This design comes from an exercise in tuning for small area and a short achievable clock period on the open sky130 flow, not from production work.
RTL that was checked went through simulation tests only; none was proved equivalent to the original.

==> v16: inputs <==
// fir3_top
module fir3_top #(
  parameter int W  = 32,
  parameter int XW = 16
) (
  input  logic          CLK,
  input  logic          rst,
  input  logic [XW-1:0] h0,
  input  logic [XW-1:0] h1,
  input  logic [XW-1:0] h2,
  input  logic [XW-1:0] x,
  output logic [W-1:0]  y
);
export LEC_CHECK = 0
export ABC_AREA = 1
export CAP_MARGIN = 20
export CORE_MARGIN = 2
export CORE_UTILIZATION = 40
export SLEW_MARGIN = 20
create_clock -name core_clock -period 10.0 [get_ports {CLK}]
standard.sh (not shown) runs the stock make flow with config.mk's settings and CLKGATE_MAP_FILE= SYNTH_SCRIPT=/design/flow/synth_recipe.tcl, a recipe that flattens the netlist after the stock synthesis.
==> flow/flow/run.sh <==
#!/bin/bash
set -euo pipefail
here=$(pwd)
F=$here/flow
sed "s#^hierarchy -check -top \$::env(DESIGN_NAME)\$#&\ntechmap -map $F/leafmap.v#" \
  "$FLOW_HOME/scripts/synth.tcl" > "$here/synth_leaf.tcl"
grep -q "^techmap -map $F/leafmap.v" "$here/synth_leaf.tcl"
sed "s#source \$::env(SCRIPTS_DIR)/synth.tcl#source $here/synth_leaf.tcl#" \
  "$here/synth_recipe.tcl" > "$here/synth_own.tcl"
grep -q "source $here/synth_leaf.tcl" "$here/synth_own.tcl"
bash standard.sh \
  SYNTH_SCRIPT="$here/synth_own.tcl" \
  DONT_BUFFER_PORTS=1 \
  PRE_GLOBAL_PLACE_TCL="$F/ports.tcl" \
  finish > "$here/standard_finish.log" 2>&1
==> flow/flow/leafmap.v <==
// Maps the design's leaf modules one-to-one onto library cells.
module fir3_fa (input a, b, c, output s, co);
  sky130_fd_sc_hd__fa_1 _TECHMAP_REPLACE_ (.A(a), .B(b), .CIN(c), .SUM(s), .COUT(co));
endmodule

module fir3_ha (input a, b, output s, co);
  sky130_fd_sc_hd__ha_1 _TECHMAP_REPLACE_ (.A(a), .B(b), .SUM(s), .COUT(co));
endmodule

module fir3_sel (input one, two, hi, hm, output mn);
  sky130_fd_sc_hd__a22oi_1 _TECHMAP_REPLACE_ (.A1(one), .A2(hi), .B1(two), .B2(hm), .Y(mn));
endmodule

module fir3_xnor (input a, b, output y);
  sky130_fd_sc_hd__xnor2_1 _TECHMAP_REPLACE_ (.A(a), .B(b), .Y(y));
endmodule

module fir3_xor (input a, b, output y);
  sky130_fd_sc_hd__xor2_1 _TECHMAP_REPLACE_ (.A(a), .B(b), .X(y));
endmodule
==> flow/flow/ports.tcl <==
# Buffer every input and output port (the clock port excepted, as buffer_ports does).
buffer_ports -inputs -buffer_cell sky130_fd_sc_hd__buf_2
buffer_ports -outputs -buffer_cell sky130_fd_sc_hd__buf_1
==> v26 (differences from v16) <==
==> flow/flow/ports.tcl (replaced) <==
# Sourced before global placement (PRE_GLOBAL_PLACE_TCL, with DONT_BUFFER_PORTS=1).
# Buffers every input and output port (the clock port excepted, as buffer_ports
# does) at the same point of the flow as the standard port buffering, right after
# remove_buffers, but with small buffers on the outputs and stronger ones on the
# inputs.
proc my_buffer_ports {} {
  buffer_ports -inputs -buffer_cell sky130_fd_sc_hd__buf_2
  buffer_ports -outputs -buffer_cell sky130_fd_sc_hd__buf_1
}
if { $::env(GPL_TIMING_DRIVEN) } {
  rename remove_buffers my_orig_remove_buffers
  proc remove_buffers {args} {
    my_orig_remove_buffers {*}$args
    my_buffer_ports
  }
} else {
  my_buffer_ports
}
==> summary of the runs <==
Worst hold slack: v16 is worse than v26 (0.0022 ns). In count of clock-buffer cells in the layout, v16 and v26 do not differ. Between v16 and v26, the lower maximum frequency is in v26 (gap about 5%, measured against v26). Of v26 and v16, v16 has the higher sequential share of layout area (gap 0.24 points). Wire length: v26 is smaller than v16 (about 4%). In die area, v16 and v26 do not differ. Worst setup slack: v26 is worse than v16 (0.36 ns). First-iteration DRC count: v16 is higher than v26 (about 13%). Sequential cell count is the same in v26 and v16. In v16 the via count is smaller than in v26, by about 1.1%.
==> figures <==
| quantity | v26 | v16 |
|---|---|---|
| Outcome | finished clean | finished clean |
| Initial detailed-routing violation count | 1426 | 1608 |
| Relative area of non-clock buffer cells in the final design | 4.14% | 1.84% |
| FF-to-FF setup slack | 2.66 ns | 2.73 ns |
| Final setup margin | 2.30 ns | 2.65 ns |
| Global Route met1 Usage | 31.8% | 32.2% |
| Sequential fraction of total cell area | 9.98% | 10.2% |
| Plain + repair buffers | 148 | 48 |
| Global-route wire length before repair | 91000 um | 94200 um |
| R2R Path Start | d2_q[7]$_DFF_PN0_ | d1_q[7]$_DFF_PN0_ |
| Final GP Congestion | 0.933 | 0.908 |
| Wire length per cell | 25.4 um | 27.7 um |
| Critical path arrival | 7.97 ns | 7.62 ns |
| Worst Hold Endpoint | d1_q[10]$_DFF_PN0_ | d1_q[4]$_DFF_PN0_ |
| Final setup skew | 0.0197 ns | 0.0170 ns |
| Number of global-route vias before repair | 14833 | 14673 |
| Reg2reg path depth | 27 | 26 |
| Worst hold margin | 0.407 ns | 0.405 ns |
| DP Worst Slack | 1.89 ns | 2.23 ns |
| Clk Latency, worst-skew pair | 0.39 ns | 0.40 ns |
Function was not checked in any run of this note: the RTL went through the layout flow alone.


==> build 72 <==
Another version of the RTL of fir3_top (not shown whole).
make LEC_CHECK=0 ABC_AREA=1 CAP_MARGIN=20 CORE_MARGIN=2 CORE_UTILIZATION=65 PLACE_DENSITY=0.75 SLEW_MARGIN=20 finish   # period 10.0 ns
run.sh (not shown) runs the stock make flow with config.mk's settings and CLKGATE_MAP_FILE= SYNTH_SCRIPT=/design/flow/synth_recipe.tcl, a recipe that flattens the netlist after the stock synthesis.
Stock flow here: none of the scripts above is used.
==> inputs of build 49, as changes to build 72 <==
==> flow/flow/run.sh (new file) <==
#!/bin/bash
# Standard ORFS layout, except that the ports are buffered by flow/ports.tcl
# (small buffers on the outputs, stronger ones on the inputs) instead of by
# the default buffer_ports call.
set -euo pipefail
here=$(pwd)
bash standard.sh \
  DONT_BUFFER_PORTS=1 \
  PRE_GLOBAL_PLACE_TCL="$here/flow/ports.tcl" \
  finish > "$here/standard_finish.log" 2>&1
==> flow/flow/ports.tcl (new file) <==
# Buffer every input and output port (the clock port excepted, as buffer_ports does).
buffer_ports -inputs -buffer_cell sky130_fd_sc_hd__buf_2
buffer_ports -outputs -buffer_cell sky130_fd_sc_hd__buf_1
==> flow/standard.sh (new file) <==
#!/bin/bash
# synth_recipe.tcl (not shown) runs the flow's synth.tcl, then flattens the netlist and writes it again
# the make line also repeats each setting of config.mk as NAME=value (left out here)
make -C /OpenROAD-flow-scripts/flow DESIGN_CONFIG=/design/flow/config.mk WORK_HOME=/design/flow/orfs CLKGATE_MAP_FILE= SYNTH_SCRIPT=/design/flow/synth_recipe.tcl "${@:-finish}"
CORE_UTILIZATION = 40   (was 65)
PLACE_DENSITY = unset   (was 0.75)
removed: flow/run.sh
==> inputs of build 51, as changes to build 72 <==
CORE_UTILIZATION = 40   (was 65)
PLACE_DENSITY = unset   (was 0.75)
SETUP_SLACK_MARGIN = 3   (was unset)
==> summary of the runs <==
Clock skew: build 72 > build 49 > build 51. Worst setup slack, highest first: build 51, build 49, build 72. Sequential cell count is the same in build 72 and build 51. Via count, highest first: build 51, build 72, build 49. Of build 51 and build 72, build 51 has the higher fmax (gap about 15%, measured against build 72). The lowest wire length belongs to build 72, the highest to build 51. Core utilization: build 49 is lower than build 72 (29 points).
==> figures <==
|  | build 72 | build 49 | build 51 |
|---|---|---|---|
| Routed length on met3 | 7.00 mm | 4.19 mm | 4.86 mm |
| Pin count of the biggest net entering global routing | 58 | 81 | 53 |
| Result of the run | timing/DRC/antenna clean | timing/DRC/antenna clean | timing/DRC/antenna clean |
| Number of nets at the end of the flow | 2417 | 2321 | 2589 |
| Post-layout util | 0.703 | 0.417 | 0.505 |
| Total wire length after detailed routing | 65.1 mm | 66.8 mm | 69.9 mm |
| Y dimension of the die | 174 um | 221 um | 221 um |
| Worst Hold Path EP | d1_q[6] | d2_q[10] | d1_q[4] |
| Nonclk inv count | 218 | 218 | 219 |
| Signal buffers | 113 | 17 | 284 |
| DIE AREA | 30200 um^2 | 48600 um^2 | 48600 um^2 |
| Reg-to-reg slack, setup | 2020 ps | 2090 ps | 2550 ps |
| Start of the worst register-to-register path | d0_q[3] | d2_q[5] | d1_q[5] |
| Clock-pin slew of the registers on the worst-case setup and hold paths | 80 ps | 90 ps | 70 ps |
| Area occupied by multi-input gates | 15400 um^2 | 15400 um^2 | 16800 um^2 |
| Number of cells on the critical path | 25 | 24 | 23 |
| Critical Path Fanout Max | 15 | 15 | 5 |
| Data required time at the worst endpoint | 10270 ps | 10290 ps | 10270 ps |


==> 08-04 <==
Another version of the RTL of fir3_top (not shown whole).
clock: 10.0 ns
lec_check: 0
abc_area: 1
cap_margin: 20
core_margin: 2
core_utilization: 35
place_density: 0.5
slew_margin: 20
standard.sh (not shown) runs the stock make flow with config.mk's settings and CLKGATE_MAP_FILE= SYNTH_SCRIPT=/design/flow/synth_recipe.tcl, a recipe that flattens the netlist after the stock synthesis.
==> flow/flow/run.sh <==
#!/bin/bash
set -euo pipefail
here=$(pwd)
F=$here/flow
sed "s#^hierarchy -check -top \$::env(DESIGN_NAME)\$#&\ntechmap -map $F/leafmap.v#" \
  "$FLOW_HOME/scripts/synth.tcl" > "$here/synth_leaf.tcl"
grep -q "^techmap -map $F/leafmap.v" "$here/synth_leaf.tcl"
sed "s#source \$::env(SCRIPTS_DIR)/synth.tcl#source $here/synth_leaf.tcl#" \
  "$here/synth_recipe.tcl" > "$here/synth_own.tcl"
grep -q "source $here/synth_leaf.tcl" "$here/synth_own.tcl"
bash standard.sh \
  SYNTH_SCRIPT="$here/synth_own.tcl" \
  DONT_BUFFER_PORTS=1 \
  PRE_GLOBAL_PLACE_TCL="$F/ports.tcl" \
  finish > "$here/standard_finish.log" 2>&1
Other scripts of this flow, unchanged in this note and not shown: flow/flow/leafmap.v, flow/flow/ports.tcl
==> 01-17 (differences from 08-04) <==
CORE_UTILIZATION = 30   (was 35)
PLACE_DENSITY = 0.45   (was 0.5)
==> results.txt <==
- In 01-17 the non-clock buffer count is lower than in 08-04, by 1.
- Fmax: 01-17 is smaller than 08-04 (2.6%).
- In 08-04 the setup slack is higher than in 01-17, by 200 ps.
- In 01-17 the first-iteration DRC count is smaller than in 08-04, by about 16%.
==> figures <==
Wire length on met3: 08-04 11.39 mm; 01-17 11.87 mm
Final Net Count: 08-04 2131; 01-17 2130
CP startpoint: 08-04 h0[15]; 01-17 h0[12]
Outcome: 08-04 complete, no violations; 01-17 complete, no violations
Finished Core Util: 08-04 38.61%; 01-17 33.53%
Placer congestion estimate: 08-04 0.9567; 01-17 0.9683
Max FO, Critical Path: 08-04 25; 01-17 17
Fin crit period: 08-04 7409 ps; 01-17 7608 ps
Layout cell share with drive strength beyond 1: 08-04 12.07%; 01-17 12.01%
Pin count of the biggest net entering global routing: 08-04 61; 01-17 60

==> separate check: timing with driven ports <==
No port has a modelled driver above. Below, the same layouts with a new extraction and two added sets of constraints.
Step 1: set_driving_cell puts a clkbuf_16 on CLK and a buf_2 on each other input, an assumption about the parent block.
Step 2 times the ports against the registers' clock, not the clock port: input delays grow and output delays shrink by t, the midpoint of the rising clock arrivals with the driver on.
a / b / c = ideal ports / drivers / drivers and shift; a / b = the first two.
run	t, ns	setup WS [ns]	clock arrival spread, ns	max-slew violations	capacitance violations
v16	0.447	2.652 / 2.404 / 1.958	0.017 / 0.017	0 / 81	0 / 1
v26	0.441	2.296 / 2.329 / 1.888	0.020 / 0.020	0 / 0	0 / 0
build 72	0.457	1.276 / 1.312 / 0.855	0.031 / 0.031	0 / 0	0 / 0
build 49	0.452	1.724 / 1.739 / 1.287	0.028 / 0.028	0 / 81	0 / 1
build 51	0.456	2.410 / 2.417 / 1.961	0.013 / 0.012	0 / 0	0 / 0
08-04	0.459	2.591 / 2.611 / 2.152	0.026 / 0.027	0 / 0	0 / 0
01-17	0.460	2.392 / 2.396 / 1.936	0.025 / 0.025	0 / 0	0 / 0
After both steps setup and hold are still met in every run listed. With drivers on, slew violations rise in v16 and build 49. The drivers bring new capacitance violations in v16 and build 49. The setup slack of v16, which loses most, moves by -0.248 ns with the drivers and by -0.694 ns with both steps.
